From an optimization exercise on the open Yosys and OpenROAD flow, aimed at small area and a short achievable clock period; shortcuts taken in it are not production practice.
Function was checked by simulation only, so behaviour that the tests miss may differ from the original.
No activity file was given, so power comes from the tool's default toggle rates.

==> flow/design.v (outline; a module is shown in full before it is edited, if it fits) <==
// module mac_ctrl: 46 lines
// module mac_mult_stage: 546 lines
// module mac_accumulator: 412 lines
// module mac_top: 52 lines
module mac_top #(
   parameter int A_WIDTH = 18,    
   parameter int B_WIDTH = 18,    
   parameter int P_WIDTH = 48     
) (
   input  logic                      clk,
   input  logic                      rst_n,
   input  logic signed [A_WIDTH-1:0] data_a,
   input  logic signed [B_WIDTH-1:0] data_b,
   input  mac_pkg::mac_op_e          op,
   input  logic                      activate_mac,   
   output logic signed [P_WIDTH-1:0] data_p,
   output logic                      p_valid
);
  // ...
==> flow/flow/run.sh <==
#!/bin/bash
# The standard layout with three changes:
#  - Yosys's coarse 'synth' calls run with -noabc, so that extract_fa sees the
#    full and half adders as the RTL writes them (the later ABC mapping pass is
#    unchanged);
#  - the port buffers are buf_2 cells (buffer_ports -buffer_cell);
#  - timing repair aims at a setup margin of 6.5 ns.
# The SDC (clock period, I/O delays, loads) is the standard flow's, unchanged. Each make
# step's log stays under orfs/logs; make's own output goes to flow_make.log.
set -euo pipefail
grep -q '^proc synth {args} { yosys synth -nofsm -noshare {\*}$args }' synth_recipe.tcl
sed 's/yosys synth -nofsm -noshare /yosys synth -nofsm -noshare -noabc /' synth_recipe.tcl > synth_noabc.tcl
bash standard.sh SYNTH_SCRIPT=$PWD/synth_noabc.tcl SETUP_SLACK_MARGIN=6.5 \
  "BUFFER_PORTS_ARGS=-buffer_cell sky130_fd_sc_hd__buf_2" finish > flow_make.log 2>&1
==> flow/standard.sh <==
#!/bin/bash
# synth_recipe.tcl (not shown) runs the flow's synth.tcl, then flattens the netlist and writes it again
# the make line also repeats each setting of config.mk as NAME=value (left out here)
make -C /OpenROAD-flow-scripts/flow DESIGN_CONFIG=/design/flow/config.mk WORK_HOME=/design/flow/orfs CLKGATE_MAP_FILE= SYNTH_SCRIPT=/design/flow/synth_recipe.tcl "${@:-finish}"
==> flow/config.mk <==
export PLATFORM = sky130hd
export DESIGN_NAME = mac_top
export DESIGN_NICKNAME = mac_top
export VERILOG_FILES = /design/flow/design.v
export SDC_FILE = /design/flow/constraint.sdc
export NUM_CORES = 4
export LEC_CHECK = 0
export CAP_MARGIN = 20
export CORE_MARGIN = 2
export CORE_UTILIZATION = 40
export CTS_BUF_LIST = sky130_fd_sc_hd__clkbuf_8
export SLEW_MARGIN = 20
==> flow/constraint.sdc <==
create_clock -name core_clock -period 10.0 [get_ports {clk}]
set_input_delay 2.0000 -clock core_clock [delete_from_list [all_inputs] [get_ports {clk}]]
set_output_delay 2.0000 -clock core_clock [all_outputs]
set_load 0.01 [all_outputs]
==> impl_metrics.toml, run 1 <==
[route]
vias = 8950
drt_pre_antenna_iters = 6
highest_layer = "met4"
drt_iter0_drc = 763
met3WireLength_um = 1990

[finish]
largest_reg_flops = 48
area_delta_synth_final_pct = 13.2
sh_seq_area_pct = 24.5
stdcell_count = 1687

[timing]
final_hold_viol_count = 0
tns_ps = 0
clock_skew_ps = 19.5
timing.fmax_ghz = 0.293
finalCritPeriodShare_pct = 34.1

[synthesis]
ys_types = 57
ys_warn_count = 3
netlist_area_mm2 = 0.0129
synth_top_cell_by_area = "dfxtp_1"
synth_nets = 1489
synth_mux_area_share_pct = 0.233
synth_edf_count = 0
synth_area_leaders = "dfxtp_1 25%, fa_1 24%, xnor2_1 12%, a22oi_1 8.9%, ha_1 7.8%"
ys_ff_latch = 170

[clock_tree]
post_cts_buffers = 3
cts_resized = 64
cts-root-buf = "clkbuf_8"

[power]
swShare_pct = 44.0
p_int_w = 0.00260
powerSeq_w = 0.00116
ir_drop_mv = 0.110

[global_routing]
grt_usage_pct = 18.9
grt_pass1_wl_um = 49700
antenna_found_initial = 0

[floorplan]
core_area_mm2 = 0.0316
rows = 65

[status]
outcome = "no timing/DRC/antenna violations"

[place]
gp_congestion = 0.855
dp_slack_ps = 5790
hpwl_um = 22200

[worst_hold_path]
worstHoldEndpoint = "u_ctrl.valid2_q"

[setup_path]
crit_path_end = "u_mult.r1_q[20]"
critPathMaxFanout = 18
crit_buf_inv = 0
slowest_stage = "fa_1"
worstPathRequired_ps = 10360
==> inputs of run 2 (changes only) <==
--- a/flow/config.mk
+++ b/flow/config.mk
@@ -9,4 +9,3 @@
 export CORE_MARGIN = 2
 export CORE_UTILIZATION = 40
-export CTS_BUF_LIST = sky130_fd_sc_hd__clkbuf_8
 export SLEW_MARGIN = 20
==> run 2 against run 1 <==
Net effect: critical path depth did not move; setup slack improved by 13 ps; critical path type unchanged; largest power group unchanged; clock skew is 5.4 ps lower; non-clock buffer count shrank 10; critical endpoint unchanged.
==> impl_metrics.toml, run 2 <==
[status]
outcome = "no timing/DRC/antenna violations"

[clock_tree]
clkTransAtPathRegs_ps = 70
clk_latency_ps = 440
cts_buffer_depth = 2
htree_num_levels = 4
cts_sinks = 170
cts_tree = "done"
cts_made_buffers = 17
cts-root-buf = "clkbuf_16"

[floorplan]
die_y_um = 183
fp.dieW_um = 183
rows = 65
start_util_pct = 40.7
dieArea_mm2 = 0.0336
pin_count = 90
core_area_mm2 = 0.0316

[timing]
setup_violations = 0
finalCriticalPeriod_ps = 3400
tightestPinTransition_ps = 939
slew_violations = 0
rsz0062_at_grt = "yes"
timing.fmax_ghz = 0.294
clock_skew_ps = 14.1
whs_ps = 349
finalCritPeriodShare_pct = 34.0
slew_headroom_pct = 37.4
final_hold_viol_count = 0
setup_slack_ps = 6600
tns_ps = 0

[power]
p_total_w = 0.00480
powerDensity_mw_per_mm2 = 327
p_leak_nw = 6.02
ir_drop_mv = 0.130

[place]
io_buffers = 89
hpwl_um = 22200
gp_congestion = 0.855
dp_slack_ps = 5790
placed_area_mm2 = 0.0135

[synthesis]
synth_nets = 1489
synth-async-reset-ratio_pct = 4.12
synth_edf_count = 0
ys_ff_latch = 170
netlist_area_mm2 = 0.0129
synth_common_cells = "182 x xnor2_1, 163 x dfxtp_1, 153 x a22oi_1, 153 x fa_1, 80 x ha_1"
synth_area_leaders = "dfxtp_1 25%, fa_1 24%, xnor2_1 12%, a22oi_1 8.9%, ha_1 7.8%"
synth_top_cell_by_area = "dfxtp_1"
synth_flop_cell = "dfxtp_1"
syn_inst = 1215
yosysSeqAreaShare_pct = 26.7
yosysTopAreaCellShare_pct = 25.4
yosysMostFrequentCell = "xnor2_1"
ys_types = 57
avgSynthCellArea_um2 = 10.6
ys_warn_count = 3

[worst_hold_path]
hold_path_class = "reg -> reg"

[route]
drc = 0
drt_iter0_drc = 686
vias = 8944
wl_per_cell_um = 18.5
drt_pre_antenna_iters = 5
ant_nets = 0
vias_per_cell = 5.33
drt-total-wl_um = 31000

[setup_path]
arrival_ps = 3710
critPathLaunchType = "register"
worstPathRequired_ps = 10310
endpoint_kind = "register"
critPathMaxFanout = 20
critical_path_class = "reg -> reg"
rrSetupSlack_ps = 6600

[finish]
final_common_cell = "xnor2_1"
top_register = "u_acc.p_q"
largestRegisters = "u_acc.p_q (48), u_mult.r0_q (35), u_mult.r1_q (34)"
area_delta_synth_final_pct = 14.0
antenna_cells = 0
final.fill_count = 2954
final_cell_area_mm2 = 0.0147
largest_reg_flops = 48
drive_gt1_share_pct = 19.2
layout_common_cells = "181 x xnor2_1, 153 x a22oi_1, 153 x fa_1"
nets = 1536

[global_routing]
overflow = 0
grt_usage_pct = 18.9
grt_pass1_wl_um = 49700
grt_max_degree = 28
antenna_found_initial = 0
grt_pass1_vias = 9077

[run]
maxCapViolCount = 0
run 2: changes by cell type in the layout (fill, tap and decap cells not counted):
cell,before,now
clkbuf_8,19,2
clkbuf_16,0,17
buf_12,2,1
buf_4,42,35
buf_6,3,1
run 2: area by class of cell:
| class | count | area (um^2) | area share [%] |
|---|---|---|---|
| Tap cell | 402 | 503 | 3.43 |
| Timing Repair Buffer | 127 | 772 | 5.26 |
| Multi-Input combinational cell | 896 | 9040 | 61.6 |
| Clock buffer | 19 | 453 | 3.09 |
| Clock inverter | 13 | 135 | 0.921 |
| Inverter | 50 | 188 | 1.28 |
| Sequential cell | 170 | 3580 | 24.4 |
run 2: per-layer routing:
layer	GRT usage (%)	part of all wire [%]	vias to the layer above
met5	0	0	-
met4	4.67	0.79	0
met2	28.4	45	321
met1	27.4	47	4395
li1	-	-	4210
met3	4.47	6.9	18
run 2: path summary, 6_finish.rpt:
kind,cells after the start,from,end
worst max-delay path,7,u_mult.neg_q[5],u_mult.r1_q[20]
min in group asynchronous,1,rst_n,u_ctrl.act_q
worst max register to register,7,u_mult.neg_q[5],u_mult.r1_q[20]
worst min register to register,0,u_ctrl.valid1_q,u_ctrl.valid2_q
max in group asynchronous,1,rst_n,u_ctrl.zero2_q
worst min-delay path,0,u_ctrl.valid1_q,u_ctrl.valid2_q
run 2: cells by family (layout without fill, tap and decap cells):
logic type | count (synthesis) | count (layout) | share of synthesized area (%)
mux | 3 | 3 | 0.233
other cells | 1 | 1 | 0.0291
xor+xnor | 220 | 220 | 15.0
flops | 170 | 170 | 26.7
simple gates | 183 | 183 | 7.79
compound gates | 256 | 256 | 14.3
buf+inv | 149 | 209 | 4.35
fa+ha+maj | 233 | 233 | 31.6
run 2: worst max-delay path, stage by stage (launching register included):
cell and delay (ps):
dfxtp_1 310, buf_4 360, xnor2_1 170, fa_1 470, fa_1 520, fa_1 460, fa_1 480, fa_1 500
run 2: metrics by stage:
stage	util [%]	instances
2_1_floorplan	-	1215
3_3_place_gp	42.7	1617
3_5_place_dp	42.7	1617
4_1_cts	45.2	1653
5_1_grt	46.4	1677
6_report	46.4	1677
run 2: timing repair:
item | 4_1_cts | 5_1_grt
setup buffers | 3 | 24
setup endpoints to repair | 52 | 28
hold buffers | 0 | 0
pin swaps | 2 | 9
gates resized for setup | 63 | 45
gates cloned | 1 | 0
run 2: power by group:
group | internal [W] | leakage (nW) | switching, W
clock | 0.000362 | 0.283 | 0.000298
combinational | 0.00140 | 4.27 | 0.00158
sequential | 0.000978 | 1.46 | 0.000181
total | 0.00274 | 6.02 | 0.00206
==> inputs of run 3 (changes only) <==
--- a/flow/config.mk
+++ b/flow/config.mk
@@ -6,4 +6,6 @@
 export NUM_CORES = 4
 export LEC_CHECK = 0
+export ABC_AREA = 1
+export ABC_CLOCK_PERIOD_IN_PS = 2800
 export CAP_MARGIN = 20
 export CORE_MARGIN = 2
==> run 3 against run 2 <==
Net effect: synthesized cell count grew 18%; global-route usage up 0.41 points; sequential cell count is the same; largest power group unchanged.
==> impl_metrics.toml, run 3 <==
[status]
outcome = "no timing/DRC/antenna violations"

[floorplan]
fp.dieW_um = 186
die_y_um = 186
dieArea_mm2 = 0.0346
rows = 66
core_area_mm2 = 0.0326
pin_count = 90
start_util_pct = 40.7

[power]
powerDensity_mw_per_mm2 = 314
ir_drop_mv = 0.135
p_leak_nw = 7.77

[finish]
largestRegisters = "u_acc.p_q (48), u_mult.r0_q (35), u_mult.r1_q (34)"
layout_common_cells = "183 x xor2_1, 170 x nand2_1, 161 x inv_1"
final_common_cell = "xor2_1"
finalCoreUtilization_pct = 46.9
nets = 1817
largest_reg_flops = 48
top_register = "u_acc.p_q"
drive_gt1_share_pct = 19.2
antenna_cells = 0
area_delta_synth_final_pct = 15.5

[route]
route.met2.wl_um = 15400
vias = 9928
drc = 0
met3WireLength_um = 1280
ant_nets = 0
drt-total-wl_um = 31400
highest_layer = "met4"
drt_pre_antenna_iters = 5
wl_per_cell_um = 15.7
drt_iter0_drc = 599
met1_length_um = 13600
vias_per_cell = 4.97

[setup_path]
critPathMaxFanout = 18
critPathTopFamily = "adder cells"
worst_path_largest_cell_delay_ps = 480
arrival_ps = 3770
endpoint_kind = "register"
rrSetupSlack_ps = 6570
rr_worst_depth = 8
crit_buf_inv = 1
worstPathRequired_ps = 10340
path_common_cell = "fa_1"
critPathLaunchType = "register"
crit_chain = "clkinv_4 > o22ai_1 > xor2_1 > fa_1 > fa_1 > fa_1 > fa_1 > fa_1"
slowest_stage = "fa_1"
worstSetupPathDepth = 8
critical_path_class = "reg -> reg"

[clock_tree]
cts-root-buf = "clkbuf_16"
htree_num_levels = 4
cts_sinks = 170
cts_buffer_depth = 2
cts_made_buffers = 17
clk_latency_ps = 460
clkTransAtPathRegs_ps = 80
cts_tree = "done"
ctsHoldBuffers = 0

[worst_hold_path]
hold_depth = 0
hold_path_class = "reg -> reg"

[timing]
finalCriticalPeriod_ps = 3430
tightestPinTransition_ps = 632
tns_ps = 0
slew_headroom_pct = 57.9
setup_violations = 0
timing.fmax_ghz = 0.291
slew_violations = 0
final_hold_viol_count = 0
finalCritPeriodShare_pct = 34.3
rsz0062_at_grt = "yes"
clock_skew_ps = 11.3

[synthesis]
synth_top_cell_by_area = "dfxtp_1"
ys_warn_count = 3
yosysTopAreaCellShare_pct = 24.6
synth_common_cells = "186 x xor2_1, 170 x nand2_1, 163 x dfxtp_1, 161 x inv_1"
yosysMostFrequentCell = "xor2_1"
synth_edf_count = 0
yosysSeqAreaShare_pct = 25.9
netlist_area_mm2 = 0.0133
synth-async-reset-ratio_pct = 4.12
avgSynthCellArea_um2 = 9.23
syn_inst = 1437
synth_nets = 1711
ys_ff_latch = 170
synth_area_leaders = "dfxtp_1 25%, fa_1 23%, xor2_1 12%, ha_1 7.5%, o22ai_1 7.2%"
ys_types = 46
synth_flop_cell = "dfxtp_1"

[place]
gp_congestion = 0.890
hpwl_um = 23300
io_buffers = 89

[global_routing]
grt_max_degree = 33
grt_usage_pct = 19.3
antenna_found_initial = 0
overflow = 0
grt_pass1_vias = 10200
grt_pass1_wl_um = 51800

[run]
maxCapViolCount = 0
==> run 3: cell types whose count changed after synthesis, sizes merged, moves of 14 or more <==
cell | before | now
a22oi | 153 | 0
buf | 24 | 38
clkbuf | 75 | 27
clkinv | 0 | 41
inv | 50 | 164
nand2 | 26 | 191
nand2b | 17 | 0
nand3 | 4 | 29
nor2 | 42 | 99
nor2b | 41 | 0
o22ai | 1 | 153
xnor2 | 182 | 15
xor2 | 38 | 186
==> run 3: timing repair <==
item	CTS	global route
buffers inserted	2	57
gates resized for setup	80	28
pin swaps	0	4
gates cloned	0	0
endpoints found under the setup margin	38	17
==> run 3: power by group <==
| group | internal (W) | switching, W |
|---|---|---|
| logic | 0.00124 | 0.00176 |
| registers | 0.000983 | 0.000147 |
| clock network | 0.000358 | 0.000323 |
| total | 0.00258 | 0.00223 |
==> run 3: worst paths after layout <==
path	to	from
max in group asynchronous	u_ctrl.zero1_q	rst_n
setup / recovery	u_mult.r1_q[20]	u_mult.a_q[14]
hold reg to reg	u_acc.valid_q	u_ctrl.valid2_q
setup reg to reg	u_mult.r1_q[20]	u_mult.a_q[14]
min in group asynchronous	u_acc.valid_q	rst_n
hold / removal	u_acc.valid_q	u_ctrl.valid2_q
==> run 3: cell type report <==
class	count	area (um^2)
clock buffers	17	425
flip-flops and latches	170	3470
fillers	3129	17300
clock inverters	15	176
multi-input cells	997	8820
inverters	205	935
well taps	442	553
repair buffers	152	931
==> run 3: per-layer routing <==
metal	vias up	track usage, %
li1	4821	-
met1	4796	24.4
met2	248	33.0
met3	63	2.93
met4	0	7.97
met5	-	0
==> run 3: kinds of logic (layout without fill, tap and decap cells) <==
family / Yosys count / in the layout / synth area share (%)
adder cells (fa/ha/maj): 233 / 233 / 30.6
AND/OR/NAND/NOR: 333 / 333 / 10.8
AO/OA/AOI/OAI: 229 / 229 / 11.2
XOR/XNOR: 201 / 201 / 13.3
buffers and inverters: 270 / 389 / 8.11
flip-flops: 170 / 170 / 25.9
other: 1 / 1 / 0.0283
==> run 3: per-stage QoR <==
step,instance area (um^2),total power (W),hold WS (ps),cells,setup WS (ps)
after floorplan,13300,0.00344,326,1437,6540
after CTS,14800,0.00487,361,1941,6490
final,15300,0.00481,355,1998,6570
after global placement,14000,0.00405,333,1907,6030
after global routing,15300,0.00542,368,1998,6460
after detailed placement,14000,0.00413,346,1907,5990
==> run 3: worst reg2reg max path: stages (launching register included) <==
cell and delay [ps]:
dfxtp_1 370, clkinv_4 170, o22ai_1 240, xor2_1 290
fa_1 480, fa_1 410, fa_1 420, fa_1 470
fa_1 470
==> inputs of run 4 (changes only) <==
--- a/flow/flow/run.sh
+++ b/flow/flow/run.sh
@@ -5,5 +5,5 @@
 #    unchanged);
 #  - the port buffers are buf_2 cells (buffer_ports -buffer_cell);
-#  - timing repair aims at a setup margin of 6.5 ns.
+#  - timing repair aims at a setup margin of 6.8 ns.
 # The SDC (clock period, I/O delays, loads) is the standard flow's, unchanged. Each make
 # step's log stays under orfs/logs; make's own output goes to flow_make.log.
@@ -11,4 +11,4 @@
 grep -q '^proc synth {args} { yosys synth -nofsm -noshare {\*}$args }' synth_recipe.tcl
 sed 's/yosys synth -nofsm -noshare /yosys synth -nofsm -noshare -noabc /' synth_recipe.tcl > synth_noabc.tcl
-bash standard.sh SYNTH_SCRIPT=$PWD/synth_noabc.tcl SETUP_SLACK_MARGIN=6.5 \
+bash standard.sh SYNTH_SCRIPT=$PWD/synth_noabc.tcl SETUP_SLACK_MARGIN=6.8 \
   "BUFFER_PORTS_ARGS=-buffer_cell sky130_fd_sc_hd__buf_2" finish > flow_make.log 2>&1
--- a/flow/config.mk
+++ b/flow/config.mk
@@ -6,6 +6,4 @@
 export NUM_CORES = 4
 export LEC_CHECK = 0
-export ABC_AREA = 1
-export ABC_CLOCK_PERIOD_IN_PS = 2800
 export CAP_MARGIN = 20
 export CORE_MARGIN = 2
==> run 4 against run 3 <==
Net effect: via count down 1.6%; critical path type unchanged; fmax rose by 4.6%; clock power shrank 0.9%.
==> impl_metrics.toml, run 4 <==
[power]
p_leak_nw = 6.75
seq_power_share_pct = 21.4
swShare_pct = 42.5
p_sw_w = 0.00229
combPwrFrac_pct = 66.1
ir_drop_mv = 0.123
powerDensity_mw_per_mm2 = 324
p_int_w = 0.00309
p_total_w = 0.00538
power_frac_clock_pct = 12.5

[route]
ant_nets = 0
drc = 0
vias_per_cell = 5.44
vias = 9772
drt_iter0_drc = 711
met3WireLength_um = 2950
drt_pre_antenna_iters = 6
met1_length_um = 16300
drt-total-wl_um = 36300
highest_layer = "met4"
route.met2.wl_um = 16200
wl_per_cell_um = 20.2

[synthesis]
ys_warn_count = 3
yosysSeqAreaShare_pct = 26.7
synth_flop_cell = "dfxtp_1"
yosysTopAreaCellShare_pct = 25.4
netlist_area_mm2 = 0.0129
synth_top_cell_by_area = "dfxtp_1"
avgSynthCellArea_um2 = 10.6
ys_ff_latch = 170
syn_inst = 1215
synth_nets = 1489
synth-async-reset-ratio_pct = 4.12
synth_edf_count = 0
synth_area_leaders = "dfxtp_1 25%, fa_1 24%, xnor2_1 12%, a22oi_1 8.9%, ha_1 7.8%"
yosysMostFrequentCell = "xnor2_1"
synth_common_cells = "182 x xnor2_1, 163 x dfxtp_1, 153 x a22oi_1, 153 x fa_1, 80 x ha_1"
ys_types = 57

[clock_tree]
htree_num_levels = 4
ctsHoldBuffers = 0
cts_sinks = 170
cts_tree = "done"
clkTransAtPathRegs_ps = 70
cts_buffer_depth = 2
cts_made_buffers = 17
cts-root-buf = "clkbuf_16"
clk_latency_ps = 440

[floorplan]
fp.dieW_um = 183
core_area_mm2 = 0.0316
dieArea_mm2 = 0.0336
pin_count = 90
start_util_pct = 40.7
die_y_um = 183
rows = 65

[finish]
top_register = "u_acc.p_q"
antenna_cells = 0
largest_reg_flops = 48
nets = 1656
finalCoreUtilization_pct = 52.5
final_common_cell = "xnor2_1"
drive_gt1_share_pct = 35.9
largestRegisters = "u_acc.p_q (48), u_mult.r0_q (35), u_mult.r1_q (34)"
layout_common_cells = "173 x xnor2_1, 128 x dfxtp_1, 127 x buf_4"
area_delta_synth_final_pct = 29.0

[place]
hpwl_um = 22300
gp_congestion = 0.831
io_buffers = 89
dp_slack_ps = 5880

[timing]
setup_slack_ps = 6720
clock_skew_ps = 17.6
timing.fmax_ghz = 0.305
rsz0062_at_grt = "yes"
tightestPinTransition_ps = 930
slew_violations = 0
setup_violations = 0
whs_ps = 349
finalCritPeriodShare_pct = 32.8
finalCriticalPeriod_ps = 3280
tns_ps = 0
final_hold_viol_count = 0
slew_headroom_pct = 38.0

[run]
maxCapViolCount = 0

[global_routing]
grt_usage_pct = 21.8
antenna_found_initial = 0
overflow = 0
grt_max_degree = 28
grt_pass1_wl_um = 56200
grt_pass1_vias = 10100

[setup_path]
arrival_ps = 3610
critical_path_class = "reg -> reg"
worstPathRequired_ps = 10330
critPathMaxFanout = 8
critPathLaunchType = "register"
endpoint_kind = "register"
rrSetupSlack_ps = 6720

[status]
outcome = "no timing/DRC/antenna violations"

[worst_hold_path]
hold_path_class = "reg -> reg"
run 4: metrics by stage:
stage                     area, um^2  instances
after floorplan                13400       1215
after global placement         13700       1619
after detailed placement       13700       1619
after CTS                      16000       1775
after global routing           16600       1796
final                          16600       1796
run 4: timing repair:
item	in CTS	in global routing
pin swaps	47	63
gates resized for setup	148	97
setup endpoints to repair	75	50
setup buffers	122	21
gates cloned	3	0
run 4: final cells by class:
type                       instances  area [um^2]
clock buffer                      19          453
clock inverter                    12          141
fill                            2746        15000
inverter                          50          188
multi-input combinational        896         9800
sequential                       170         3570
tap                              402          503
timing repair buffer             247         1940
run 4: path summary, 6_finish.rpt:
| kind | start | end | cells after the start |
|---|---|---|---|
| min reg2reg | u_ctrl.valid1_q | u_ctrl.valid2_q | 0 |
| max in group asynchronous | rst_n | u_ctrl.zero2_q | 1 |
| max | u_ctrl.clr2_q | u_acc.p_q[33] | 12 |
| max reg2reg | u_ctrl.clr2_q | u_acc.p_q[33] | 12 |
| min in group asynchronous | rst_n | u_acc.valid_q | 1 |
| min | u_ctrl.valid1_q | u_ctrl.valid2_q | 0 |
run 4: power by group through the flow:
stage	sequential, W	combinational [W]	clock [W]
6_report	0.00115	0.00356	0.000675
3_3_place_gp	0.00120	0.00283	0
5_1_grt	0.00118	0.00399	0.000725
4_1_cts	0.00115	0.00323	0.000691
3_5_place_dp	0.00120	0.00290	0
2_1_floorplan	0.00115	0.00219	0
run 4: layer usage:
metal	global-route usage [%]	vias to the layer above
met5	0	-
met4	7.65	0
met3	5.64	57
met2	33.5	405
met1	29.8	4863
li1	-	4447
run 4: critical path, stage by stage (launching register included):
cell and delay [ps]:
dfxtp_4 430, buf_12 160, buf_16 130, nor2b_2 140
fa_1 440, ha_1 260, nor4_2 370, o21ai_1 180
a22o_1 270, o21ai_1 170, nand2b_1 120, fa_2 350
xor2_1 150
run 4: cell families after synthesis:
logic type,Yosys count,share of synthesized area (%)
xor+xnor,220,15.0
simple gates,183,7.79
fa+ha+maj,233,31.6
other cells,1,0.0291
mux,3,0.233
buf+inv,149,4.35
compound gates,256,14.3
flops,170,26.7
==> inputs of run 5 (changes only) <==
==> flow/flow/run.sh (replaced) <==
#!/bin/bash
# The standard layout with three changes:
#  - Yosys's coarse 'synth' calls run with -noabc, so that extract_fa sees the
#    full and half adders as the RTL writes them (the later ABC mapping pass is
#    unchanged);
#  - the port buffers are buf_1 cells (buffer_ports -buffer_cell);
#  - timing repair aims at a setup margin of 6.5 ns.
# The SDC (clock period, I/O delays, loads) is the standard flow's, unchanged. Each make
# step's log stays under orfs/logs; make's own output goes to flow_make.log.
set -euo pipefail
grep -q '^proc synth {args} { yosys synth -nofsm -noshare {\*}$args }' synth_recipe.tcl
sed 's/yosys synth -nofsm -noshare /yosys synth -nofsm -noshare -noabc /' synth_recipe.tcl > synth_noabc.tcl
bash standard.sh SYNTH_SCRIPT=$PWD/synth_noabc.tcl SETUP_SLACK_MARGIN=6.5 \
  "BUFFER_PORTS_ARGS=-buffer_cell sky130_fd_sc_hd__buf_1" finish > flow_make.log 2>&1
--- a/flow/config.mk
+++ b/flow/config.mk
@@ -9,3 +9,5 @@
 export CORE_MARGIN = 2
 export CORE_UTILIZATION = 40
+export CTS_BUF_LIST = sky130_fd_sc_hd__clkbuf_8
+export CTS_CLUSTER_SIZE = 30
 export SLEW_MARGIN = 20
==> run 5 against run 4 <==
Net effect: still clean; sequential power about the same; synthesized area is the same; global-route usage down 3.2 points; hold slack better by 3.3 ps; die area unchanged; largest power group unchanged.
==> impl_metrics.toml, run 5 <==
[status]
outcome = "no timing/DRC/antenna violations"

[setup_path]
critPathLaunchType = "register"
critical_path_class = "reg -> reg"
endpoint_kind = "register"
arrival_ps = 3820
critPathMaxFanout = 20
rrSetupSlack_ps = 6590
r2r-end = "u_mult.r1_q[21]"
worstPathRequired_ps = 10420
r2r_start = "u_mult.neg_q[8]"
rr_worst_depth = 7

[clock_tree]
ctsHoldBuffers = 0
cts-root-buf = "clkbuf_8"
cts_sinks = 170
htree_num_levels = 4
cts_buffer_depth = 2
clkTransAtPathRegs_ps = 90
cts_tree = "done"
clk_latency_ps = 480
cts_made_buffers = 17

[timing]
final_hold_viol_count = 0
clock_skew_ps = 18.5
finalCritPeriodShare_pct = 34.1
finalCriticalPeriod_ps = 3410
slew_violations = 0
slew_headroom_pct = 38.5
tightestPinTransition_ps = 923
timing.fmax_ghz = 0.293
setup_violations = 0
tns_ps = 0
rsz0062_at_grt = "yes"

[floorplan]
core_area_mm2 = 0.0316
dieArea_mm2 = 0.0336
die_y_um = 183
start_util_pct = 40.7
rows = 65
pin_count = 90
fp.dieW_um = 183

[power]
ir_drop_mv = 0.127
powerDensity_mw_per_mm2 = 319
p_leak_nw = 5.64

[global_routing]
grt_pass1_vias = 9206
antenna_found_initial = 0
grt_usage_pct = 18.6
grt_max_degree = 28
grt_pass1_wl_um = 49500
overflow = 0

[synthesis]
yosysSeqAreaShare_pct = 26.7
synth_nets = 1489
synth_top_cell_by_area = "dfxtp_1"
ys_ff_latch = 170
syn_inst = 1215
ys_types = 57
yosysMostFrequentCell = "xnor2_1"
netlist_area_mm2 = 0.0129
ys_warn_count = 3
synth_common_cells = "182 x xnor2_1, 163 x dfxtp_1, 153 x a22oi_1, 153 x fa_1, 80 x ha_1"
synth_edf_count = 0
yosysTopAreaCellShare_pct = 25.4
synth_area_leaders = "dfxtp_1 25%, fa_1 24%, xnor2_1 12%, a22oi_1 8.9%, ha_1 7.8%"
avgSynthCellArea_um2 = 10.6
synth-async-reset-ratio_pct = 4.12
synth_flop_cell = "dfxtp_1"

[route]
vias = 8954
drc = 0
ant_nets = 0
vias_per_cell = 5.37
drt_pre_antenna_iters = 5
drt_iter0_drc = 816
drt-total-wl_um = 30800
wl_per_cell_um = 18.5

[worst_hold_path]
hold_depth = 0
min_from = "u_ctrl.valid1_q"
hold_path_class = "reg -> reg"
worstHoldEndpoint = "u_ctrl.valid2_q"

[finish]
final_common_cell = "xnor2_1"
nets = 1526
final.fill_count = 2993
layout_common_cells = "181 x xnor2_1, 153 x a22oi_1, 152 x fa_1"
area_delta_synth_final_pct = 10.9
stdcell_count = 1667
top_register = "u_acc.p_q"
largestRegisters = "u_acc.p_q (48), u_mult.r0_q (35), u_mult.r1_q (34)"
antenna_cells = 0
drive_gt1_share_pct = 11.1
largest_reg_flops = 48

[place]
io_buffers = 89
placed_cells = 1618
gp_congestion = 0.854
hpwl_um = 22000

[run]
maxCapViolCount = 0
==> run 5: cell types whose count changed in the layout (fill, tap and decap cells not counted), moves of 36 or more <==
cell	previous run	this run
a22oi_1	117	153
a22oi_2	36	0
buf_1	0	89
buf_2	89	0
buf_4	127	25
fa_1	109	152
fa_2	44	1
==> run 5: kinds of logic after synthesis <==
group	count (synthesis)	share of synthesized area, %
AO/OA/AOI/OAI	256	14.3
adder cells (fa/ha/maj)	233	31.6
XOR/XNOR	220	15.0
AND/OR/NAND/NOR	183	7.79
flip-flops	170	26.7
buffers and inverters	149	4.35
multiplexers	3	0.233
other	1	0.0291
==> run 5: area by class of cell <==
| cell class | instances | area [um^2] | share of cell area, % |
|---|---|---|---|
| tap | 402 | 503 | 3.53 |
| timing repair buffer | 117 | 599 | 4.20 |
| inverter | 50 | 188 | 1.32 |
| clock inverter | 15 | 120 | 0.842 |
| clock buffer | 17 | 234 | 1.64 |
| multi-input combinational | 896 | 9050 | 63.4 |
| sequential | 170 | 3580 | 25.1 |
==> run 5: per-layer routing <==
layer  wire [um]  vias to the layer above  GRT usage (%)
met5           0                        -              0
met4         274                        0           4.26
met3        2090                       15           3.93
met2       13800                      301           28.9
met1       14600                     4456           26.7
li1            -                     4182              -
==> run 5: worst max-delay path by stage <==
stage                          from         endpoint  slack (ps)  cells past startpoint
global placement      u_ctrl.clr2_q    u_acc.p_q[32]        5800                     11
global route          u_ctrl.clr2_q    u_acc.p_q[47]        6470                     12
finish              u_mult.neg_q[8]  u_mult.r1_q[21]        6590                      7
CTS                 u_mult.neg_q[0]  u_mult.r1_q[21]        6480                      7
floorplan             u_mult.a_q[3]  u_mult.r1_q[21]        6440                      9
detailed placement    u_ctrl.clr2_q    u_acc.p_q[32]        5770                     11
==> run 5: stage by stage <==
step                      power [W]  instance area [um^2]  setup slack (ps)  util (%)  hold WS, ps
after detailed placement    0.00394                 13400              5770      42.4          336
final                       0.00456                 14300              6590      45.1          352
after floorplan             0.00325                 12900              6440         -          329
after CTS                   0.00446                 14000              6480      44.1          357
after global placement      0.00390                 13400              5800      42.4          336
after global routing        0.00505                 14300              6470      45.1          366
==> run 5: what timing repair did <==
action | in CTS | in global routing
endpoints found under the hold margin | 0 | 0
setup buffers | 4 | 11
cloned | 1 | 1
endpoints found under the setup margin | 48 | 28
gates resized for setup | 58 | 52
pin swaps | 3 | 10
==> run 5: where the power goes <==
group | total [W] | internal, W | switching [W] | leakage (nW)
logic | 0.00294 | 0.00136 | 0.00159 | 4.00
clock network | 0.000454 | 0.000176 | 0.000277 | 0.179
registers | 0.00116 | 0.000977 | 0.000182 | 1.46
==> run 5: critical path: stages (launching register included) <==
cell     delay, ps
dfxtp_1        320
buf_4          350
xnor2_1        180
fa_1           530
fa_1           470
fa_1           430
fa_1           530
fa_1           540
==> inputs of run 6 (changes only) <==
--- a/flow/flow/run.sh
+++ b/flow/flow/run.sh
@@ -1,4 +1,4 @@
 #!/bin/bash
-# The standard layout with three changes:
+# The standard layout with these changes:
 #  - Yosys's coarse 'synth' calls run with -noabc, so that extract_fa sees the
 #    full and half adders as the RTL writes them (the later ABC mapping pass is
--- a/flow/config.mk
+++ b/flow/config.mk
@@ -12,2 +12,3 @@
 export CTS_CLUSTER_SIZE = 30
 export SLEW_MARGIN = 20
+export TNS_END_PERCENT = 5
==> run 6 against run 5 <==
Net effect: still clean on timing, DRC and antenna; critical path depth stayed put; hold slack gained 3.9 ps; final cell count down 0.18%; sequential share of layout area barely moved; wire length down 0.44%; non-clock buffer count is 3 lower; first-iteration DRC count decreased by 22%; total power grew 1.4%; utilization unchanged; combinational power is 1% lower; critical path type unchanged.
==> impl_metrics.toml, run 6 <==
[synthesis]
netlist_area_mm2 = 0.0129
synth-simple-area-share_pct = 7.79
yosysMostFrequentCell = "xnor2_1"
avgSynthCellArea_um2 = 10.6
synth_edf_count = 0
ys_ff_latch = 170
synth_common_cells = "182 x xnor2_1, 163 x dfxtp_1, 153 x a22oi_1, 153 x fa_1, 80 x ha_1"
synth_area_leaders = "dfxtp_1 25%, fa_1 24%, xnor2_1 12%, a22oi_1 8.9%, ha_1 7.8%"
ys_types = 57
synth_nets = 1489
synthAdderAreaFrac_pct = 31.6
synth_mux_area_share_pct = 0.233
ys_warn_count = 3
yosysSeqAreaShare_pct = 26.7
syn_inst = 1215
synth_top_family_by_area = "adder cells"
synth_compound_area_share_pct = 14.3
synth_xor_area_share_pct = 15.0
synth-async-reset-ratio_pct = 4.12
yosysTopAreaCellShare_pct = 25.4
synth_top_cell_by_area = "dfxtp_1"
synth_flop_cell = "dfxtp_1"

[finish]
antenna_cells = 0
final.fill_count = 2955
ff_latch_area_mm2 = 0.00357
finalCoreUtilization_pct = 45.1
final_cell_area_mm2 = 0.0143
stdcell_count = 1664
nets = 1523
final_common_cell = "xnor2_1"
multi_input_area_mm2 = 0.00900
largest_reg_flops = 48
drive_gt1_share_pct = 10.7
top_register = "u_acc.p_q"
largestRegisters = "u_acc.p_q (48), u_mult.r0_q (35), u_mult.r1_q (34)"
layout_common_cells = "181 x xnor2_1, 153 x a22oi_1, 151 x fa_1"
area_delta_synth_final_pct = 10.9

[setup_path]
critPathTopFamily = "adder cells"
critical_path_class = "reg -> reg"
worstPathRequired_ps = 10350
crit_buf_inv = 0
path_common_cell = "fa_1"
endpoint_kind = "register"
crit_chain = "a22oi_1 > xnor2_1 > fa_1 > fa_1 > fa_1 > fa_1 > fa_1"
critPathLaunchType = "register"
critPathMaxFanout = 18
worst_path_largest_cell_delay_ps = 600
slowest_stage = "dfxtp_2"
arrival_ps = 3820

[timing]
setup_slack_ps = 6530
setup_violations = 0
tns_ps = 0
tightestPinTransition_ps = 948
finalCritPeriodShare_pct = 34.7
rsz0062_at_grt = "yes"
finalCriticalPeriod_ps = 3470
slew_violations = 0
slew_headroom_pct = 36.8
final_hold_viol_count = 0
clock_skew_ps = 22.6
timing.fmax_ghz = 0.288

[floorplan]
fp.dieW_um = 183
core_area_mm2 = 0.0316
rows = 65
die_y_um = 183
start_util_pct = 40.7
dieArea_mm2 = 0.0336
pin_count = 90

[clock_tree]
ctsHoldBuffers = 0
clk_latency_ps = 490
clkTransAtPathRegs_ps = 90
cts_made_buffers = 17
cts_buffer_depth = 2
cts_sinks = 170
htree_num_levels = 4
cts-root-buf = "clkbuf_8"
cts_tree = "done"

[global_routing]
grt_usage_pct = 18.9
grt_pass1_vias = 9151
overflow = 0
antenna_found_initial = 0
grt_pass1_wl_um = 49900
grt_max_degree = 28

[route]
ant_nets = 0
wl_per_cell_um = 18.4
vias_per_cell = 5.30
drt_pre_antenna_iters = 6
drt-total-wl_um = 30700
vias = 8819
drt_iter0_drc = 636
drc = 0

[place]
placed_area_mm2 = 0.0134
gp_congestion = 0.840
hpwl_um = 21900
io_buffers = 89
dp_slack_ps = 5730
placed_cells = 1618

[run]
maxCapViolCount = 0

[power]
seq_power_share_pct = 25.1
p_sw_w = 0.00203
p_leak_nw = 5.65
ir_drop_mv = 0.138
swShare_pct = 43.9
combPwrFrac_pct = 62.7
powerDensity_mw_per_mm2 = 324
p_int_w = 0.00259
power_frac_clock_pct = 12.2

[status]
outcome = "no timing/DRC/antenna violations"

[worst_hold_path]
hold_path_class = "reg -> reg"
[run 6: cells by family after synthesis]
| kind of cell | Yosys count |
|---|---|
| compound gates | 256 |
| xor+xnor | 220 |
| fa+ha+maj | 233 |
| buf+inv | 149 |
| flops | 170 |
| mux | 3 |
| other cells | 1 |
| simple gates | 183 |
[run 6: layer usage]
metal	track usage [%]	wire (um)	share of wire (%)	vias up
li1	-	-	-	4174
met1	27.5	14800	48	4308
met2	28.4	13400	44	304
met3	3.61	2020	6.6	33
met4	6.21	492	1.6	0
met5	0	0	0	-
[run 6: final timing paths]
kind / start / end / slack [ps] / cells after the start
worst max-delay path: u_mult.a_q[7] / u_mult.r1_q[21] / 6530 / 7
worst min-delay path: u_ctrl.valid1_q / u_ctrl.valid2_q / 360 / 0
worst max register to register: u_mult.a_q[7] / u_mult.r1_q[21] / 6530 / 7
worst min register to register: u_ctrl.valid1_q / u_ctrl.valid2_q / 360 / 0
max in group asynchronous: rst_n / u_ctrl.zero2_q / 8290 / 1
min in group asynchronous: rst_n / u_ctrl.act_q / 1400 / 1
[run 6: what timing repair did]
action | 4_1_cts | 5_1_grt
setup buffers | 4 | 9
setup endpoints to repair | 51 | 27
gates resized for setup | 50 | 49
cloned | 1 | 0
pin swaps | 2 | 6
[run 6: layout make-up]
type / instances / area share (%)
flip-flops and latches: 170 / 25.0
inverters: 50 / 1.32
well taps: 402 / 3.53
multi-input cells: 896 / 63.0
clock inverters: 13 / 1.33
repair buffers: 114 / 3.92
clock buffers: 19 / 1.83
[run 6: per-stage QoR]
stage | total power [W] | hold slack, ps
finish | 0.00462 | 356
global route | 0.00512 | 372
CTS | 0.00460 | 362
detailed placement | 0.00396 | 340
global placement | 0.00390 | 344
floorplan | 0.00325 | 329
[run 6: power groups by stage]
stage | combinational, W | sequential [W] | clock (W)
after floorplan | 0.00210 | 0.00115 | 0
after global placement | 0.00271 | 0.00118 | 0
after detailed placement | 0.00278 | 0.00118 | 0
after CTS | 0.00285 | 0.00117 | 0.000581
after global routing | 0.00332 | 0.00119 | 0.000609
final | 0.00290 | 0.00116 | 0.000562
==> inputs of run 7 (changes only) <==
--- a/flow/config.mk
+++ b/flow/config.mk
@@ -11,4 +11,4 @@
 export CTS_BUF_LIST = sky130_fd_sc_hd__clkbuf_8
 export CTS_CLUSTER_SIZE = 30
+export GPL_ROUTABILITY_DRIVEN = 0
 export SLEW_MARGIN = 20
-export TNS_END_PERCENT = 5
==> run 7 against run 6 <==
Net effect: combinational power up 1%; synthesized cell count unchanged; cell area stayed put; sequential cell count is the same; sequential power hardly changed; fmax increased by 1.8%; clock power fell by 19%; non-clock buffer count up 3; setup slack better by 61 ps; critical endpoint unchanged.
==> impl_metrics.toml, run 7 <==
[global_routing]
antenna_found_initial = 0
grt_pass1_vias = 9206
overflow = 0
grt_pass1_wl_um = 49500
grt_max_degree = 28
grt_usage_pct = 18.6

[power]
powerDensity_mw_per_mm2 = 319
p_total_w = 0.00456
ir_drop_mv = 0.127
p_leak_nw = 5.64

[route]
vias = 8954
drt_pre_antenna_iters = 5
drt-total-wl_um = 30800
ant_nets = 0
drt_iter0_drc = 816
wl_per_cell_um = 18.5
drc = 0
vias_per_cell = 5.37

[clock_tree]
cts_sinks = 170
clkTransAtPathRegs_ps = 90
cts-root-buf = "clkbuf_8"
clk_latency_ps = 480
cts_made_buffers = 17
cts_tree = "done"
cts_buffer_depth = 2
htree_num_levels = 4
ctsHoldBuffers = 0

[finish]
area_delta_synth_final_pct = 10.9
drive_gt1_share_pct = 11.1
top_register = "u_acc.p_q"
layout_common_cells = "181 x xnor2_1, 153 x a22oi_1, 152 x fa_1"
ff_latch_area_mm2 = 0.00358
final.fill_count = 2993
final_common_cell = "xnor2_1"
largestRegisters = "u_acc.p_q (48), u_mult.r0_q (35), u_mult.r1_q (34)"
stdcell_count = 1667
largest_reg_flops = 48
nets = 1526
antenna_cells = 0
multi_input_area_mm2 = 0.00905

[timing]
timing.fmax_ghz = 0.293
slew_violations = 0
slew_headroom_pct = 38.5
setup_violations = 0
finalCriticalPeriod_ps = 3410
tns_ps = 0
whs_ps = 352
rsz0062_at_grt = "yes"
tightestPinTransition_ps = 923
clock_skew_ps = 18.5
finalCritPeriodShare_pct = 34.1
final_hold_viol_count = 0

[synthesis]
synth_nets = 1489
ys_types = 57
synth_area_leaders = "dfxtp_1 25%, fa_1 24%, xnor2_1 12%, a22oi_1 8.9%, ha_1 7.8%"
syn_inst = 1215
synth_edf_count = 0
synth-async-reset-ratio_pct = 4.12
synth_top_cell_by_area = "dfxtp_1"
yosysMostFrequentCell = "xnor2_1"
synth_common_cells = "182 x xnor2_1, 163 x dfxtp_1, 153 x a22oi_1, 153 x fa_1, 80 x ha_1"
netlist_area_mm2 = 0.0129
synth_flop_cell = "dfxtp_1"
ys_ff_latch = 170
avgSynthCellArea_um2 = 10.6
yosysTopAreaCellShare_pct = 25.4
ys_warn_count = 3
yosysSeqAreaShare_pct = 26.7

[setup_path]
critPathMaxFanout = 20
arrival_ps = 3820
critPathLaunchType = "register"
endpoint_kind = "register"
critical_path_class = "reg -> reg"
worstPathRequired_ps = 10420

[floorplan]
core_area_mm2 = 0.0316
rows = 65
start_util_pct = 40.7
fp.dieW_um = 183
die_y_um = 183
dieArea_mm2 = 0.0336
pin_count = 90

[run]
maxCapViolCount = 0

[place]
io_buffers = 89
placed_cells = 1618
hpwl_um = 22000

[status]
outcome = "no timing/DRC/antenna violations"

[worst_hold_path]
hold_path_class = "reg -> reg"
==> run 7: changes by cell type in the layout (fill, tap and decap cells not counted), moves of 2 or more <==
cell       before  now
clkinv_4        1    4
dfxtp_4        34   36
a211oi_2        3    1
clkbuf_8       19   17
ha_4            2    5
nor2b_1        40   38
o21ai_0        15   13
dfxtp_2         2    0
nor2b_2         1    3
bufinv_16       4    0
buf_4          23   25
inv_6           3    5
ha_1           76   73
==> run 7: cells by family (layout without fill, tap and decap cells) <==
kind of cell	after synthesis	in the layout	share of synthesized area, %
AO/OA/AOI/OAI	256	256	14.3
XOR/XNOR	220	220	15.0
adder cells (fa/ha/maj)	233	233	31.6
buffers and inverters	149	199	4.35
flip-flops	170	170	26.7
multiplexers	3	3	0.233
other	1	1	0.0291
AND/OR/NAND/NOR	183	183	7.79
==> run 7: repair_timing <==
| action | CTS | global route |
|---|---|---|
| resized for setup | 58 | 52 |
| cloned | 1 | 1 |
| setup endpoints to repair | 48 | 28 |
| pin swaps | 3 | 10 |
| buffers inserted | 4 | 11 |
==> run 7: layer usage <==
layer,vias to the layer above,track usage [%],routed length (um)
li1,4182,-,-
met1,4456,26.7,14600
met2,301,28.9,13800
met3,15,3.93,2090
met4,0,4.26,274
met5,-,0,0
==> run 7: report_power, final <==
group          internal (W)  total (W)  switching [W]
combinational       0.00136    0.00294        0.00159
sequential         0.000977    0.00116       0.000182
clock              0.000176   0.000454       0.000277
==> run 7: metrics by stage <==
step,worst slack (ps),utilization [%],area (um^2)
finish,6590,45.1,14300
global route,6470,45.1,14300
detailed placement,5770,42.4,13400
CTS,6480,44.1,14000
floorplan,6440,-,12900
global placement,5800,42.4,13400
==> run 7: worst max-delay path: stages (launching register included) <==
cell and delay, ps:
dfxtp_1 320, buf_4 350, xnor2_1 180, fa_1 530, fa_1 470, fa_1 430, fa_1 530, fa_1 540
==> run 7: worst paths after layout <==
path / start / endpoint / slack, ps / cells after the start
max: u_mult.neg_q[8] / u_mult.r1_q[21] / 6590 / 7
min reg2reg: u_ctrl.valid1_q / u_ctrl.valid2_q / 350 / 0
min in group asynchronous: rst_n / u_ctrl.clr1_q / 1400 / 1
max in group asynchronous: rst_n / u_ctrl.zero2_q / 8290 / 1
min: u_ctrl.valid1_q / u_ctrl.valid2_q / 350 / 0
max reg2reg: u_mult.neg_q[8] / u_mult.r1_q[21] / 6590 / 7
==> run 7: final cells by class <==
cell class                 count  area share (%)
clock buffer                  17            1.64
sequential                   170            25.1
timing repair buffer         117            4.20
clock inverter                15           0.842
tap                          402            3.53
multi-input combinational    896            63.4
inverter                      50            1.32
==> inputs of run 8 (changes only) <==
--- a/flow/config.mk
+++ b/flow/config.mk
@@ -11,4 +11,3 @@
 export CTS_BUF_LIST = sky130_fd_sc_hd__clkbuf_8
 export CTS_CLUSTER_SIZE = 30
-export GPL_ROUTABILITY_DRIVEN = 0
 export SLEW_MARGIN = 20
==> run 8 against run 7 <==
Net effect: wire length unchanged; critical endpoint unchanged; sequential cell count did not move; largest cell class unchanged; utilization stayed put; highest routed layer unchanged; still clean; sequential share of layout area unchanged; critical path depth is the same; clock-buffer cell count stayed put.
==> impl_metrics.toml, run 8 <==
[status]
outcome = "no timing/DRC/antenna violations"

[route]
drt-total-wl_um = 30800
vias_per_cell = 5.37
drc = 0
ant_nets = 0
wl_per_cell_um = 18.5
drt_pre_antenna_iters = 5
drt_iter0_drc = 816
vias = 8954

[synthesis]
synth_mux_area_share_pct = 0.233
synth_flop_cell = "dfxtp_1"
netlist_area_mm2 = 0.0129
synth_common_cells = "182 x xnor2_1, 163 x dfxtp_1, 153 x a22oi_1, 153 x fa_1, 80 x ha_1"
ys_warn_count = 3
yosysSeqAreaShare_pct = 26.7
yosysMostFrequentCell = "xnor2_1"
synth_xor_area_share_pct = 15.0
synthAdderAreaFrac_pct = 31.6
synth-async-reset-ratio_pct = 4.12
synth_top_family_by_area = "adder cells"
synth-simple-area-share_pct = 7.79
synth_top_cell_by_area = "dfxtp_1"
synth_nets = 1489
synth_area_leaders = "dfxtp_1 25%, fa_1 24%, xnor2_1 12%, a22oi_1 8.9%, ha_1 7.8%"
ys_types = 57
synth_edf_count = 0
ys_ff_latch = 170
synth_compound_area_share_pct = 14.3
yosysTopAreaCellShare_pct = 25.4
syn_inst = 1215
avgSynthCellArea_um2 = 10.6

[power]
combPwrFrac_pct = 64.6
p_int_w = 0.00251
swShare_pct = 44.9
p_sw_w = 0.00205
ir_drop_mv = 0.127
p_leak_nw = 5.64
powerDensity_mw_per_mm2 = 319
power_frac_clock_pct = 10.0
p_total_w = 0.00456
seq_power_share_pct = 25.4

[clock_tree]
htree_num_levels = 4
clk_latency_ps = 480
cts_sinks = 170
cts_buffer_depth = 2
cts_made_buffers = 17
cts-root-buf = "clkbuf_8"
clkTransAtPathRegs_ps = 90
cts_tree = "done"

[finish]
largest_reg_flops = 48
largestRegisters = "u_acc.p_q (48), u_mult.r0_q (35), u_mult.r1_q (34)"
layout_common_cells = "181 x xnor2_1, 153 x a22oi_1, 152 x fa_1"
antenna_cells = 0
top_register = "u_acc.p_q"
drive_gt1_share_pct = 11.1
area_delta_synth_final_pct = 10.9
nets = 1526
final_common_cell = "xnor2_1"

[floorplan]
fp.dieW_um = 183
start_util_pct = 40.7
rows = 65
dieArea_mm2 = 0.0336
pin_count = 90
core_area_mm2 = 0.0316
die_y_um = 183

[global_routing]
grt_pass1_wl_um = 49500
grt_usage_pct = 18.6
overflow = 0
antenna_found_initial = 0
grt_max_degree = 28
grt_pass1_vias = 9206

[setup_path]
worstPathRequired_ps = 10420
r2r-end = "u_mult.r1_q[21]"
arrival_ps = 3820
worst_path_largest_cell_delay_ps = 540
slowest_stage = "fa_1"
critPathMaxFanout = 20
path_common_cell = "fa_1"
crit_path_end = "u_mult.r1_q[21]"
worstSetupPathDepth = 7
crit_chain = "buf_4 > xnor2_1 > fa_1 > fa_1 > fa_1 > fa_1 > fa_1"
r2r_start = "u_mult.neg_q[8]"
critPathTopFamily = "adder cells"
endpoint_kind = "register"
critPathLaunchType = "register"
crit_buf_inv = 1
rrSetupSlack_ps = 6590
crit_path_start = "u_mult.neg_q[8]"
critical_path_class = "reg -> reg"
rr_worst_depth = 7

[place]
hpwl_um = 22000
io_buffers = 89
gp_congestion = 0.854

[timing]
rsz0062_at_grt = "yes"
clock_skew_ps = 18.5
finalCritPeriodShare_pct = 34.1
slew_violations = 0
timing.fmax_ghz = 0.293
whs_ps = 352
slew_headroom_pct = 38.5
finalCriticalPeriod_ps = 3410
final_hold_viol_count = 0
setup_violations = 0
tightestPinTransition_ps = 923
tns_ps = 0

[run]
maxCapViolCount = 0

[worst_hold_path]
hold_path_class = "reg -> reg"
hold_depth = 0
==> run 8: cell counts after synthesis <==
Identical to the previous run, type by type.
==> run 8: cell families after synthesis <==
logic type	count (synthesis)
AO/OA/AOI/OAI	256
XOR/XNOR	220
adder cells (fa/ha/maj)	233
buffers and inverters	149
flip-flops	170
multiplexers	3
other	1
AND/OR/NAND/NOR	183
==> run 8: layout make-up <==
type / count / area, um^2
inverters: 50 / 188
repair buffers: 117 / 599
fillers: 2993 / 17400
clock buffers: 17 / 234
multi-input cells: 896 / 9050
well taps: 402 / 503
clock inverters: 15 / 120
flip-flops and latches: 170 / 3580
==> run 8: routing by layer <==
layer	share of wire [%]	track usage, %	up-vias
met5	0	0	-
met4	0.89	4.26	0
met3	6.8	3.93	15
met2	45	28.9	301
met1	47	26.7	4456
li1	-	-	4182
==> run 8: repair_timing <==
item,in CTS,in global routing
buffers inserted,4,11
pin swaps,3,10
gates cloned,1,1
resized for setup,58,52
hold buffers,0,0
setup endpoints to repair,48,28
==> run 8: power by group through the flow <==
stage | registers (W) | logic (W) | clock network, W
final | 0.00116 | 0.00294 | 0.000454
after global routing | 0.00119 | 0.00335 | 0.000499
after CTS | 0.00117 | 0.00282 | 0.000472
after detailed placement | 0.00118 | 0.00276 | 0
after global placement | 0.00118 | 0.00271 | 0
after floorplan | 0.00115 | 0.00210 | 0
==> run 8: how the worst min path moves through the flow <==
stage	start	endpoint	slack, ps
finish	u_ctrl.valid1_q	u_ctrl.valid2_q	350
global route	u_ctrl.valid2_q	u_acc.valid_q	370
CTS	u_ctrl.valid1_q	u_ctrl.valid2_q	360
detailed placement	u_ctrl.valid1_q	u_ctrl.valid2_q	340
global placement	u_ctrl.valid1_q	u_ctrl.valid2_q	340
floorplan	u_mult.neg_q[0]	u_mult.r0_q[0]	330
==> run 8: metrics by stage <==
stage                     worst slack [ps]  cells  cell area (um^2)  utilization [%]
after floorplan                       6440   1215             12900                -
after global placement                5800   1618             13400             42.4
after detailed placement              5770   1618             13400             42.4
after CTS                             6480   1655             14000             44.1
after global routing                  6470   1667             14300             45.1
final                                 6590   1667             14300             45.1
==> inputs of run 9 (changes only) <==
--- a/flow/flow/run.sh
+++ b/flow/flow/run.sh
@@ -5,5 +5,5 @@
 #    unchanged);
 #  - the port buffers are buf_1 cells (buffer_ports -buffer_cell);
-#  - timing repair aims at a setup margin of 6.5 ns.
+#  - timing repair aims at a setup margin of 6.75 ns.
 # The SDC (clock period, I/O delays, loads) is the standard flow's, unchanged. Each make
 # step's log stays under orfs/logs; make's own output goes to flow_make.log.
@@ -11,4 +11,4 @@
 grep -q '^proc synth {args} { yosys synth -nofsm -noshare {\*}$args }' synth_recipe.tcl
 sed 's/yosys synth -nofsm -noshare /yosys synth -nofsm -noshare -noabc /' synth_recipe.tcl > synth_noabc.tcl
-bash standard.sh SYNTH_SCRIPT=$PWD/synth_noabc.tcl SETUP_SLACK_MARGIN=6.5 \
+bash standard.sh SYNTH_SCRIPT=$PWD/synth_noabc.tcl SETUP_SLACK_MARGIN=6.75 \
   "BUFFER_PORTS_ARGS=-buffer_cell sky130_fd_sc_hd__buf_1" finish > flow_make.log 2>&1
--- a/flow/config.mk
+++ b/flow/config.mk
@@ -12,2 +12,3 @@
 export CTS_CLUSTER_SIZE = 30
 export SLEW_MARGIN = 20
+export TNS_END_PERCENT = 5
==> run 9 against run 8 <==
Net effect: still clean; utilization grew 3.5 points; clock-buffer cell count is the same; cell area increased by 7.8%; clock skew down 1.7 ps; die area unchanged; hold slack is essentially flat; critical path type unchanged; largest power group unchanged; highest routed layer unchanged.
==> impl_metrics.toml, run 9 <==
[synthesis]
yosysTopAreaCellShare_pct = 25.4
avgSynthCellArea_um2 = 10.6
synth_edf_count = 0
netlist_area_mm2 = 0.0129
ys_ff_latch = 170
synth-async-reset-ratio_pct = 4.12
synth_nets = 1489
syn_inst = 1215
ys_types = 57
synth_top_cell_by_area = "dfxtp_1"
ys_warn_count = 3
synth_area_leaders = "dfxtp_1 25%, fa_1 24%, xnor2_1 12%, a22oi_1 8.9%, ha_1 7.8%"
synth_common_cells = "182 x xnor2_1, 163 x dfxtp_1, 153 x a22oi_1, 153 x fa_1, 80 x ha_1"
yosysSeqAreaShare_pct = 26.7
yosysMostFrequentCell = "xnor2_1"
synth_flop_cell = "dfxtp_1"

[route]
vias_per_cell = 5.39
drt_pre_antenna_iters = 8
wl_per_cell_um = 19.1
drt-total-wl_um = 33600
vias = 9446
drt_iter0_drc = 869
drc = 0
ant_nets = 0

[clock_tree]
cts_buffer_depth = 2
cts_made_buffers = 17
cts_tree = "done"
htree_num_levels = 4
clk_latency_ps = 500
cts_sinks = 170
cts-root-buf = "clkbuf_8"
ctsHoldBuffers = 0
clkTransAtPathRegs_ps = 90

[timing]
finalCritPeriodShare_pct = 33.3
slew_violations = 0
slew_headroom_pct = 38.1
final_hold_viol_count = 0
setup_violations = 0
finalCriticalPeriod_ps = 3330
tns_ps = 0
rsz0062_at_grt = "yes"
tightestPinTransition_ps = 929
clock_skew_ps = 16.8
setup_slack_ps = 6670
timing.fmax_ghz = 0.300

[global_routing]
grt_use_met2_pct = 29.6
grt_usage_pct = 19.8
grt_max_degree = 28
overflow = 0
grt_pass1_wl_um = 51700
grt_pass1_vias = 9294
grt-busiest-layer = "met2"
antenna_found_initial = 0
met3_usage_pct = 4.15
use_met1_pct = 29.0

[setup_path]
rrSetupSlack_ps = 6670
endpoint_kind = "register"
crit_path_end = "u_mult.r1_q[20]"
critPathLaunchType = "register"
rr_worst_depth = 8
crit_chain = "buf_4 > a22oi_1 > xnor2_1 > fa_2 > fa_2 > fa_2 > fa_1 > fa_1"
path_common_cell = "fa_2"
critPathMaxFanout = 8
r2r_start = "u_mult.one_q[6]"
arrival_ps = 3690
critical_path_class = "reg -> reg"
worst_path_largest_cell_delay_ps = 500
slowest_stage = "fa_1"
r2r-end = "u_mult.r1_q[20]"
worstPathRequired_ps = 10360
crit_path_start = "u_mult.one_q[6]"

[finish]
top_register = "u_acc.p_q"
nets = 1613
final.fill_count = 2885
final_common_cell = "xnor2_1"
antenna_cells = 0
drive_gt1_share_pct = 21.0
layout_common_cells = "179 x xnor2_1, 143 x a22oi_1, 138 x fa_1"
area_delta_synth_final_pct = 19.5
largestRegisters = "u_acc.p_q (48), u_mult.r0_q (35), u_mult.r1_q (34)"
largest_reg_flops = 48

[place]
io_buffers = 89
dp_slack_ps = 5940
hpwl_um = 22000
gp_congestion = 0.832

[power]
p_leak_nw = 6.13
powerDensity_mw_per_mm2 = 317
p_total_w = 0.00487
ir_drop_mv = 0.109

[run]
maxCapViolCount = 0

[worst_hold_path]
min_from = "u_ctrl.valid1_q"
hold_path_class = "reg -> reg"

[floorplan]
dieArea_mm2 = 0.0336
fp.dieW_um = 183
die_y_um = 183
core_area_mm2 = 0.0316
pin_count = 90
rows = 65
start_util_pct = 40.7

[status]
outcome = "no timing/DRC/antenna violations"
[run 9: cell types whose count changed in the layout (fill, tap and decap cells not counted), moves of 6 or more]
cell     change
nor2b_1     -11
a22oi_2     +10
fa_1        -14
fa_2        +14
ha_4         +9
buf_4       +71
nor2b_2     +10
buf_6        +7
ha_1        -10
buf_12       +6
a22oi_1     -10
[run 9: worst min path at each step]
| stage | to | slack [ps] | cells past startpoint |
|---|---|---|---|
| after detailed placement | u_ctrl.valid2_q | 340 | 0 |
| after floorplan | u_mult.r0_q[0] | 330 | 0 |
| after global routing | u_ctrl.zero2_q | 360 | 0 |
| after CTS | u_ctrl.valid2_q | 360 | 0 |
| final | u_ctrl.valid2_q | 350 | 0 |
| after global placement | u_ctrl.valid2_q | 340 | 0 |
[run 9: per-stage QoR]
step                      cells  utilization (%)  instance area [um^2]  hold WS (ps)
after floorplan            1215                -                 13100           330
after global placement     1618             42.6                 13500           338
after detailed placement   1618             42.6                 13500           336
after CTS                  1686             45.7                 14400           357
after global routing       1754             48.6                 15400           363
final                      1754             48.6                 15400           353
[run 9: logic make-up (layout without fill, tap and decap cells)]
| logic type | count (synthesis) | count (layout) | synth area share (%) |
|---|---|---|---|
| xor gates and xnor gates | 220 | 220 | 15.0 |
| adders and majority gates | 233 | 233 | 31.6 |
| AOI/OAI and AO/OA | 256 | 256 | 14.3 |
| DFF | 170 | 170 | 26.7 |
| other | 1 | 1 | 0.0291 |
| muxes | 3 | 3 | 0.233 |
| and+or+nand+nor | 183 | 183 | 7.79 |
| buffers and inverters | 149 | 286 | 4.35 |
[run 9: final cells by class]
type	count	area (um^2)	share of cell area [%]
Clock buffer	17	234	1.52
Clock inverter	15	194	1.26
Inverter	50	188	1.22
Multi-Input combinational cell	896	9340	60.8
Sequential cell	170	3570	23.2
Tap cell	402	503	3.27
Timing Repair Buffer	204	1340	8.74
[run 9: layer usage]
metal  up-vias  share of wire [%]  wire [um]
met4         0                1.6        526
li1       4368                  -          -
met5         -                  0          0
met1      4624                 46      15500
met3        44                8.2       2760
met2       410                 44      14800
[run 9: critical path, delay by kind of cell, from the launching register on]
| family | cells | cell delay, ps |
|---|---|---|
| AOI/OAI and AO/OA | 1 | 200 |
| xor gates and xnor gates | 1 | 170 |
| adders and majority gates | 5 | 2270 |
| buffers and inverters | 1 | 150 |
| DFF | 1 | 400 |
[run 9: report_power, final]
part           switching, W  total [W]  internal [W]
Clock              0.000276   0.000528      0.000252
Combinational       0.00168    0.00319       0.00151
Sequential         0.000175    0.00115      0.000977
Total               0.00213    0.00487       0.00274
[run 9: repair_timing]
action	CTS	global route
endpoints found under the setup margin	71	47
buffers inserted	36	68
pin swaps	4	43
gates resized for setup	83	79
==> inputs of run 10 (changes only) <==
--- a/flow/flow/run.sh
+++ b/flow/flow/run.sh
@@ -5,5 +5,5 @@
 #    unchanged);
 #  - the port buffers are buf_1 cells (buffer_ports -buffer_cell);
-#  - timing repair aims at a setup margin of 6.75 ns.
+#  - timing repair aims at a setup margin of 6.6 ns.
 # The SDC (clock period, I/O delays, loads) is the standard flow's, unchanged. Each make
 # step's log stays under orfs/logs; make's own output goes to flow_make.log.
@@ -11,4 +11,4 @@
 grep -q '^proc synth {args} { yosys synth -nofsm -noshare {\*}$args }' synth_recipe.tcl
 sed 's/yosys synth -nofsm -noshare /yosys synth -nofsm -noshare -noabc /' synth_recipe.tcl > synth_noabc.tcl
-bash standard.sh SYNTH_SCRIPT=$PWD/synth_noabc.tcl SETUP_SLACK_MARGIN=6.75 \
+bash standard.sh SYNTH_SCRIPT=$PWD/synth_noabc.tcl SETUP_SLACK_MARGIN=6.6 \
   "BUFFER_PORTS_ARGS=-buffer_cell sky130_fd_sc_hd__buf_1" finish > flow_make.log 2>&1
--- a/flow/config.mk
+++ b/flow/config.mk
@@ -12,3 +12,2 @@
 export CTS_CLUSTER_SIZE = 30
 export SLEW_MARGIN = 20
-export TNS_END_PERCENT = 5
==> run 10 against run 9 <==
Net effect: utilization up 0.70 points; largest power group unchanged; total power increased by 2.1%; wire length decreased by 2.0%; critical path depth is 1 lower; global-route usage shrank 0.49 points; synthesized cell count did not move; cell area up 1.4%; critical endpoint unchanged; still clean on timing, DRC and antenna.
==> impl_metrics.toml, run 10 <==
[status]
outcome = "no timing/DRC/antenna violations"

[timing]
rsz0062_at_grt = "yes"
finalCritPeriodShare_pct = 33.6
setup_violations = 0
whs_ps = 355
finalCriticalPeriod_ps = 3360
tns_ps = 0
slew_headroom_pct = 34.3
clock_skew_ps = 17.1
slew_violations = 0
timing.fmax_ghz = 0.298
final_hold_viol_count = 0
tightestPinTransition_ps = 986

[run]
maxCapViolCount = 0

[route]
vias_per_cell = 5.37
ant_nets = 0
drt_iter0_drc = 775
drc = 0
wl_per_cell_um = 18.5
drt_pre_antenna_iters = 5
vias = 9526
drt-total-wl_um = 32900

[synthesis]
ys_ff_latch = 170
synth_area_leaders = "dfxtp_1 25%, fa_1 24%, xnor2_1 12%, a22oi_1 8.9%, ha_1 7.8%"
synth_nets = 1489
syn_inst = 1215
synth_top_cell_by_area = "dfxtp_1"
ys_types = 57
yosysSeqAreaShare_pct = 26.7
synthAdderAreaFrac_pct = 31.6
synth_compound_area_share_pct = 14.3
synth_flop_cell = "dfxtp_1"
synth_edf_count = 0
synth-async-reset-ratio_pct = 4.12
netlist_area_mm2 = 0.0129
yosysMostFrequentCell = "xnor2_1"
synth_mux_area_share_pct = 0.233
synth_common_cells = "182 x xnor2_1, 163 x dfxtp_1, 153 x a22oi_1, 153 x fa_1, 80 x ha_1"
synth_top_family_by_area = "adder cells"
avgSynthCellArea_um2 = 10.6
yosysTopAreaCellShare_pct = 25.4
ys_warn_count = 3
synth-simple-area-share_pct = 7.79
synth_xor_area_share_pct = 15.0

[floorplan]
pin_count = 90
die_y_um = 183
core_area_mm2 = 0.0316
dieArea_mm2 = 0.0336
rows = 65
fp.dieW_um = 183
start_util_pct = 40.7

[finish]
final_common_cell = "xnor2_1"
largest_reg_flops = 48
largestRegisters = "u_acc.p_q (48), u_mult.r0_q (35), u_mult.r1_q (34)"
area_delta_synth_final_pct = 21.2
antenna_cells = 0
ff_latch_area_mm2 = 0.00358
drive_gt1_share_pct = 21.4
top_register = "u_acc.p_q"
nets = 1635
multi_input_area_mm2 = 0.00938
final.fill_count = 2812
layout_common_cells = "181 x xnor2_1, 151 x a22oi_1, 151 x fa_1"

[power]
powerDensity_mw_per_mm2 = 319
ir_drop_mv = 0.125
p_leak_nw = 6.23

[place]
io_buffers = 89
gp_congestion = 0.859
hpwl_um = 22100

[global_routing]
grt_pass1_vias = 9321
antenna_found_initial = 0
overflow = 0
grt_usage_pct = 19.3
grt_pass1_wl_um = 50700
grt_max_degree = 28

[clock_tree]
ctsHoldBuffers = 0
clkTransAtPathRegs_ps = 90
cts-root-buf = "clkbuf_8"
cts_made_buffers = 17
cts_tree = "done"
cts_buffer_depth = 2
clk_latency_ps = 480
cts_sinks = 170
htree_num_levels = 4

[setup_path]
worstPathRequired_ps = 10340
critical_path_class = "reg -> reg"
critPathMaxFanout = 14
endpoint_kind = "register"
arrival_ps = 3700
critPathLaunchType = "register"

[worst_hold_path]
hold_path_class = "reg -> reg"
==> run 10: final timing paths <==
kind                            depth (start not counted)       startpoint  slack (ps)         endpoint
worst max register to register                          7    u_mult.a_q[7]        6640  u_mult.r1_q[20]
worst min register to register                          0  u_ctrl.valid1_q         350  u_ctrl.valid2_q
max in group asynchronous                               1            rst_n        8290   u_ctrl.zero1_q
min in group asynchronous                               1            rst_n        1410    u_acc.valid_q
worst max-delay path                                    7    u_mult.a_q[7]        6640  u_mult.r1_q[20]
worst min-delay path                                    0  u_ctrl.valid1_q         350  u_ctrl.valid2_q
==> run 10: layout make-up <==
class                   count  share of cell area (%)
repair buffers            226                    9.93
multi-input cells         896                    60.1
well taps                 402                    3.22
flip-flops and latches    170                    23.0
clock inverters            12                   0.906
clock buffers              19                    1.68
inverters                  50                    1.20
==> run 10: critical path, cell delays in order (launching register included) <==
cell and delay [ps]:
dfxtp_4 480, a22oi_1 140, xnor2_1 240, fa_1 490, fa_1 480, fa_1 500, fa_1 460, fa_1 430
==> run 10: timing repair <==
action / 4_1_cts / 5_1_grt
buffers inserted: 18 / 107
resized for setup: 108 / 64
pin swaps: 12 / 30
setup endpoints to repair: 54 / 35
cloned: 2 / 0
==> run 10: cells by family after synthesis <==
family	count (synthesis)
multiplexers	3
AO/OA/AOI/OAI	256
AND/OR/NAND/NOR	183
adder cells (fa/ha/maj)	233
buffers and inverters	149
XOR/XNOR	220
other	1
flip-flops	170
==> run 10: routing by layer <==
metal | global-route usage (%) | wire (um) | part of all wire (%)
met1 | 27.5 | 14900 | 45
met2 | 29.5 | 14800 | 45
met4 | 5.25 | 533 | 1.6
met5 | 0 | 0 | 0
met3 | 4.59 | 2680 | 8.2
==> run 10: power by group <==
group          leakage [nW]  switching [W]  internal, W
clock network         0.193       0.000271     0.000237
registers              1.46       0.000166     0.000977
logic                  4.58        0.00173      0.00160
total                  6.23        0.00216      0.00281
==> run 10: metrics by stage <==
step / utilization (%) / cell area [um^2] / power (W) / cells / setup slack, ps
after floorplan: - / 13000 / 0.00325 / 1215 / 6550
after global placement: 42.4 / 13400 / 0.00390 / 1617 / 5800
after detailed placement: 42.4 / 13400 / 0.00396 / 1617 / 5720
after CTS: 45.3 / 14300 / 0.00465 / 1668 / 6590
after global routing: 49.3 / 15600 / 0.00547 / 1775 / 6550
final: 49.3 / 15600 / 0.00498 / 1775 / 6640

Setup slack of run 10, layout unchanged: 6.640 ns with ideal ports, 6.640 ns with driving cells assumed (clock clkbuf_16, inputs buf_2), 6.617 ns with port delays also shifted by the 0.512 ns mid clock arrival.
